Source: an optimization exercise on an open RTL-to-GDS flow (aim: small area, a short achievable clock period and few clock cycles per item). Production flows keep margins and buffers that such runs may drop. Only simulation tests tie the RTL to the original design; equivalence was not proved. No activity file was given, so power comes from the tool's default toggle rates.

==> flow/design.v <==
package subcoord_pkg;
    typedef logic [32-1:0] float_t;
    typedef enum logic [3:0] {
        idle,
        request,
        start_x,
        start_y,
        point,
        count_fp,
        next_x,
        next_y,
        finish,
        done
    } seq_state_t;
    typedef enum logic {
        fp_add,
        fp_sub
    } fp_op_t;
    typedef enum logic [2:0] {
        sel_center_x,
        sel_center_y,
        sel_count,
        sel_step_x,
        sel_step_y
    } operand_sel_t;
endpackage
`timescale 1ns/10ps
module subcoord_top
(
    input  logic                        clock,
    input  logic                        reset,
    input  logic                        param_ready,
    input  logic                        coord_interface_done,
    input  logic [32-1:0] num_of_subsets,
    input  logic [31:0]                 subset_centerpoint_x,
    input  logic [31:0]                 subset_centerpoint_y,
    input  logic [31:0]                 half_subset_size,
    input  logic [32-1:0] subset_size_int,
    output logic                        coord_write,
    output logic [16-1:0] coord_addr,
    output logic [31:0]                 coord_x,
    output logic [31:0]                 coord_y,
    output logic                        coord_new_subset,
    output logic [32-1:0] base_address,
    output logic [32-1:0] num_pxl_int,
    output logic [31:0]                 num_pxl_fp,
    output logic                        sub_done,
    output logic [32-1:0] subset_counter
);
    localparam logic [2:0] S_IDLE  = 3'd0,
                           S_REQ   = 3'd1,
                           S_ALIGN = 3'd3,
                           S_RUN   = 3'd4,
                           S_NORM  = 3'd6,
                           S_DONE  = 3'd7;
    logic [2:0]  state;
    logic [16:0] xs;       
    logic [4:0]  xv;
    logic        xe6;
    logic [16:0] ys;
    logic [4:0]  yv;
    logic        ye6;
    logic [16:0] zs;
    logic [4:0]  zv;
    logic        xsub, zsub_done;     
    logic        sel_z;               
    logic        xal, zal;            
    logic        xfin, zfin;          
    logic        xzr, zzr;            
    logic [7:0]  rr, cr;              
    logic        lr, lc;              
    logic        sel_x;               
    logic [3:0]  last_eq;             
    logic        is_last;             
    logic [31:0] cnt_inc;
    logic [15:0] base_q;
    logic [15:0] npi_q;
    logic [4:0]  npf_v;
    logic        npf_e6;
    logic [14:0] npf_m;
    logic [15:0] x_mm, y_mm, inc_mm;
    logic [4:0]  inc_v;
    logic [16:0] inc_t;
    logic [15:0] inc_m_o;
    logic [4:0]  inc_v_o;
    logic        inc_e6_o;
    always_comb
    begin
        for (int i = 0; i < 16; i++)
        begin
            x_mm[i] = xs[i] | (5'(i) < ~xv);
            y_mm[i] = ys[i] | (5'(i) < ~yv);
        end
        inc_mm   = sel_x ? x_mm : y_mm;
        inc_v    = sel_x ? xv : yv;
        inc_t    = {1'b0, inc_mm} + 17'd1;
        inc_m_o  = inc_t[15:0];
        inc_v_o  = (inc_v == 5'd0) ? 5'd15 : inc_v + {4'd0, inc_t[16]};
        inc_e6_o = (inc_v == 5'd0);
    end
    logic [4:0]  in_hv, in_xv, in_yv;
    logic        hs, last_px;
    logic        x_do, z_do, q_shift;
    logic        x_norm, z_norm;
    logic [4:0]  yv_n;
    logic [16:0] x_diff, z_diff;
    logic [7:0]  side_m1;
    logic        side_one;
    assign in_hv  = (half_subset_size[30] | half_subset_size[29])
                    ? {half_subset_size[30], half_subset_size[26:23]} : 5'd31;
    assign in_xv  = {subset_centerpoint_x[30], subset_centerpoint_x[26:23]};
    assign in_yv  = {subset_centerpoint_y[30], subset_centerpoint_y[26:23]};
    assign x_do    = !sel_z && !xsub && xal;
    assign z_do    = sel_z && !zsub_done && zal;
    assign q_shift = !(xsub && zsub_done) && !(sel_z ? zal : xal);
    assign x_norm  = xsub && !xs[16] && !xfin;
    assign z_norm  = zsub_done && !zs[16] && !zfin;
    assign hs      = (state == S_REQ) && coord_interface_done;
    assign last_px = lr && lc;
    assign yv_n    = q_shift ? yv + 5'd1 : yv;
    assign x_diff = (sel_z ? zs : xs) - ys;
    assign z_diff = x_diff;
    assign cnt_inc  = subset_counter + 1'b1;
    assign side_m1  = subset_size_int[7:0] - 8'd1;
    assign side_one = (subset_size_int[7:0] == 8'd1);
    always_ff @(posedge clock)
    begin
        if (reset)
        begin
            state            <= S_IDLE;
            coord_new_subset <= 1'b0;
            coord_write      <= 1'b0;
            sub_done         <= 1'b0;
            coord_addr       <= '0;
            subset_counter   <= '0;
            npi_q            <= '0;
            npf_v            <= '0;
            npf_e6           <= 1'b0;
            npf_m            <= '0;
        end
        else
        begin
            case (state)
                S_IDLE:
                    if (param_ready)
                    begin
                        coord_new_subset <= 1'b1;
                        state            <= S_REQ;
                    end
                S_REQ:
                    if (coord_interface_done)
                    begin
                        coord_new_subset <= 1'b0;
                        state            <= S_ALIGN;
                    end
                S_ALIGN:
                    if (xfin && zfin)
                    begin
                        coord_write <= 1'b1;
                        state       <= S_RUN;
                    end
                S_RUN:
                begin
                    coord_addr <= coord_addr + 1'b1;
                    if (last_px)
                    begin
                        coord_write <= 1'b0;
                        state       <= S_NORM;
                    end
                end
                S_NORM:
                    if (zsub_done && zs[16])
                    begin
                        npi_q          <= x_diff[15:0];
                        npf_v          <= zv;
                        npf_e6         <= ~zv[4];
                        npf_m          <= zs[15:1];
                        subset_counter <= cnt_inc;
                        if (is_last)
                        begin
                            sub_done <= 1'b1;
                            state    <= S_DONE;
                        end
                        else
                            state <= S_IDLE;
                    end
                default: ;
            endcase
        end
    end
    always_ff @(posedge clock)
        for (int k = 0; k < 4; k++)
            last_eq[k] <= (cnt_inc[8*k +: 8] == num_of_subsets[8*k +: 8]);
    assign is_last = &last_eq;
    always_ff @(posedge clock)
    begin
        if (state == S_ALIGN && xfin && zfin)
            sel_x <= side_one;
        else if (state == S_RUN)
            sel_x <= !last_px && (lr ? side_one : (rr == 8'd1));
        else
            sel_x <= 1'b0;
    end
    always_ff @(posedge clock)
    begin
        xal <= hs ? (in_hv >= in_xv) : (yv_n >= xv);
        zal <= hs ? (in_hv >= in_yv) : (yv_n >= zv);
        if (hs || (state == S_RUN && last_px))
        begin
            sel_z     <= hs && (in_yv < in_xv);
            xsub      <= 1'b0;
            zsub_done <= 1'b0;
            xfin      <= 1'b0;
            zfin      <= 1'b0;
        end
        else
        begin
            if (x_do)
                xsub <= 1'b1;
            if (z_do || state == S_NORM)
                zsub_done <= 1'b1;
            if (state == S_ALIGN && (x_do || z_do))
                sel_z <= !sel_z;
            xfin <= x_do ? x_diff[16] : xsub && (xs[16] || xzr);
            zfin <= z_do ? z_diff[16] : zsub_done && (zs[16] || zzr);
        end
        xzr <= (xs == 17'd0);
        zzr <= (zs == 17'd0);
    end
    always_ff @(posedge clock)
    begin
        case (state)
            S_REQ:
            if (coord_interface_done)
            begin
                base_q <= coord_addr;
                xs     <= {1'b1, subset_centerpoint_x[22:7]};
                xv     <= in_xv;
                zs     <= {1'b1, subset_centerpoint_y[22:7]};
                zv     <= in_yv;
                ys     <= {half_subset_size[30] | half_subset_size[29], half_subset_size[22:7]};
                yv     <= in_hv;
            end
            S_ALIGN:
            begin
                if (xfin && zfin)
                begin
                    xv  <= xzr ? 5'd0 : xv;
                    xe6 <= !xzr && !xv[4];
                    zv  <= zzr ? 5'd0 : zv;
                    ys  <= zs;
                    yv  <= zzr ? 5'd0 : zv;
                    ye6 <= !zzr && !zv[4];
                    rr  <= side_m1;
                    cr  <= side_m1;
                    lr  <= side_one;
                    lc  <= side_one;
                end
                else
                begin
                    if (x_do)
                        xs <= x_diff;
                    else if (x_norm)
                    begin
                        xs <= {xs[15:0], 1'b0};
                        xv <= xv - 5'd1;
                    end
                    if (z_do)
                        zs <= z_diff;
                    else if (z_norm)
                    begin
                        zs <= {zs[15:0], 1'b0};
                        zv <= zv - 5'd1;
                    end
                    if (q_shift)
                    begin
                        ys <= {1'b0, ys[16:1]};
                        yv <= yv_n;
                    end
                end
            end
            S_RUN:
            begin
                if (last_px)
                begin
                    xs <= {1'b0, coord_addr + 1'b1};
                    ys <= {1'b0, base_q};
                end
                else if (sel_x)
                begin
                    xs[15:0] <= inc_m_o;
                    xv       <= inc_v_o;
                    xe6      <= inc_e6_o;
                    ys       <= zs;
                    yv       <= zv;
                    ye6      <= !zv[4] && zv[0];
                    rr       <= side_m1;
                    lr       <= side_one;
                    cr       <= cr - 8'd1;
                    lc       <= (cr == 8'd1);
                end
                else
                begin
                    ys[15:0] <= inc_m_o;
                    yv       <= inc_v_o;
                    ye6      <= inc_e6_o;
                    rr       <= rr - 8'd1;
                    lr       <= (rr == 8'd1);
                end
            end
            S_NORM:
                if (!zsub_done)
                begin
                    zs <= {x_diff[15:0], 1'b0};
                    zv <= 5'd30;
                end
                else if (!zs[16])
                begin
                    zs <= {zs[15:0], 1'b0};
                    zv <= zv - 5'd1;
                end
            default: ;
        endcase
    end
    assign coord_x        = {1'b0, xv[4], {3{xe6}}, xv[3:0], xs[15:0], 7'd0};
    assign coord_y        = {1'b0, yv[4], {3{ye6}}, yv[3:0], ys[15:0], 7'd0};
    assign base_address   = {16'd0, base_q};
    assign num_pxl_int    = {16'd0, npi_q};
    assign num_pxl_fp     = {1'b0, npf_v[4], {3{npf_e6}}, npf_v[3:0], npf_m, 8'd0};
endmodule
export LEC_CHECK = 0
export CAP_MARGIN = 20
export CORE_MARGIN = 2
export CORE_UTILIZATION = 65
export SLEW_MARGIN = 20
create_clock -name core_clock -period 12.0 [get_ports {clock}]
standard.sh (not shown) runs the stock make flow with config.mk's settings and CLKGATE_MAP_FILE= SYNTH_SCRIPT=/design/flow/synth_recipe.tcl, a recipe that flattens the netlist after the stock synthesis.
==> flow/flow/run.sh <==
#!/bin/bash
# The standard flow (standard.sh, standard synthesis) with these changes:
#  - port buffers are sky130_fd_sc_hd__buf_1;
#  - repair_timing may change footprints, does not clone gates, and aims
#    for extra setup slack (SETUP_SLACK_MARGIN below);
#  - CTS clusters up to 24 sinks per leaf buffer and adds no dummy loads.
# The make output goes to flow_make.log, each ORFS step logs to orfs/logs/.
set -euo pipefail
MARGIN=8.2
sed -e "s#\"\${@:-finish}\"#MATCH_CELL_FOOTPRINT=0 SETUP_SLACK_MARGIN=$MARGIN TNS_END_PERCENT=100 SKIP_GATE_CLONING=1 \"\${@:-finish}\"#" \
    standard.sh > flow_standard.sh
grep -q "SKIP_GATE_CLONING=1" flow_standard.sh
export BUFFER_PORTS_ARGS="-buffer_cell sky130_fd_sc_hd__buf_1"
export CTS_ARGS="-sink_clustering_enable -repair_clock_nets -dont_use_dummy_load -sink_clustering_size 24 -sink_clustering_max_diameter 120"
bash flow_standard.sh > flow_make.log 2>&1
The first run completed with no timing, DRC or antenna violations.
Testbench counts at the start, summed over its fixed seeds: cycles 50,630, points 48,960.
Change:
CORE_UTILIZATION = 40   (was 65)
Outcome: Die area goes up by well over a third; final cell count goes up by a little under a tenth; area after synthesis is unchanged.
Change:
CORE_UTILIZATION = 55   (was 40)
Effect: The changed run completed without violations. Total power increases by 0.34%. Routed wire length is lower by 1.8%. Design area barely changes. Sequential power barely changes.
Change:
--- a/flow/flow/run.sh
+++ b/flow/flow/run.sh
@@ -8,3 +8,3 @@
 set -euo pipefail
-MARGIN=8.2
+MARGIN=8.3
 sed -e "s#\"\${@:-finish}\"#MATCH_CELL_FOOTPRINT=0 SETUP_SLACK_MARGIN=$MARGIN TNS_END_PERCENT=100 SKIP_GATE_CLONING=1 \"\${@:-finish}\"#" \
CORE_UTILIZATION = 40   (was 55)
Final area grows by 1.9%.
Cell count rose by 6.5%.
Power rises by 0.48%.
Via count came out lower by 1.0%.

what the ideal ports hide:
The results above use ideal ports. As a check the final layouts listed here were re-extracted and re-timed, cells and wires unchanged. Step 1, drivers: a clkbuf_16 drives clock and a buf_2 each remaining input, both assumed. Step 2 times the ports against the registers' clock, not the clock port: input delays grow and output delays shrink by t, the midpoint of the rising clock arrivals with the driver on. a / b / c = no drivers / after step 1 / after step 2; a / b = the first two.
run | shift t [ns] | setup slack, ns | slew at the worst register clock pin (ns) | worst slew at a driven data input, ns
the first run | 0.526 | 8.263 / 8.263 / 7.830 | 0.11 / 0.11 | 0.05
the second run | 0.528 | 8.215 / 8.166 / 7.834 | 0.12 / 0.12 | 0.09
the third run | 0.528 | 8.214 / 8.214 / 7.831 | 0.11 / 0.11 | 0.05
the fourth run | 0.518 | 8.263 / 8.215 / 7.852 | 0.11 / 0.11 | 0.09
After both steps setup and hold are still met in every run listed. The setup slack of the first run, which loses most, moves by 0.000 ns with the drivers and by -0.433 ns with both steps.
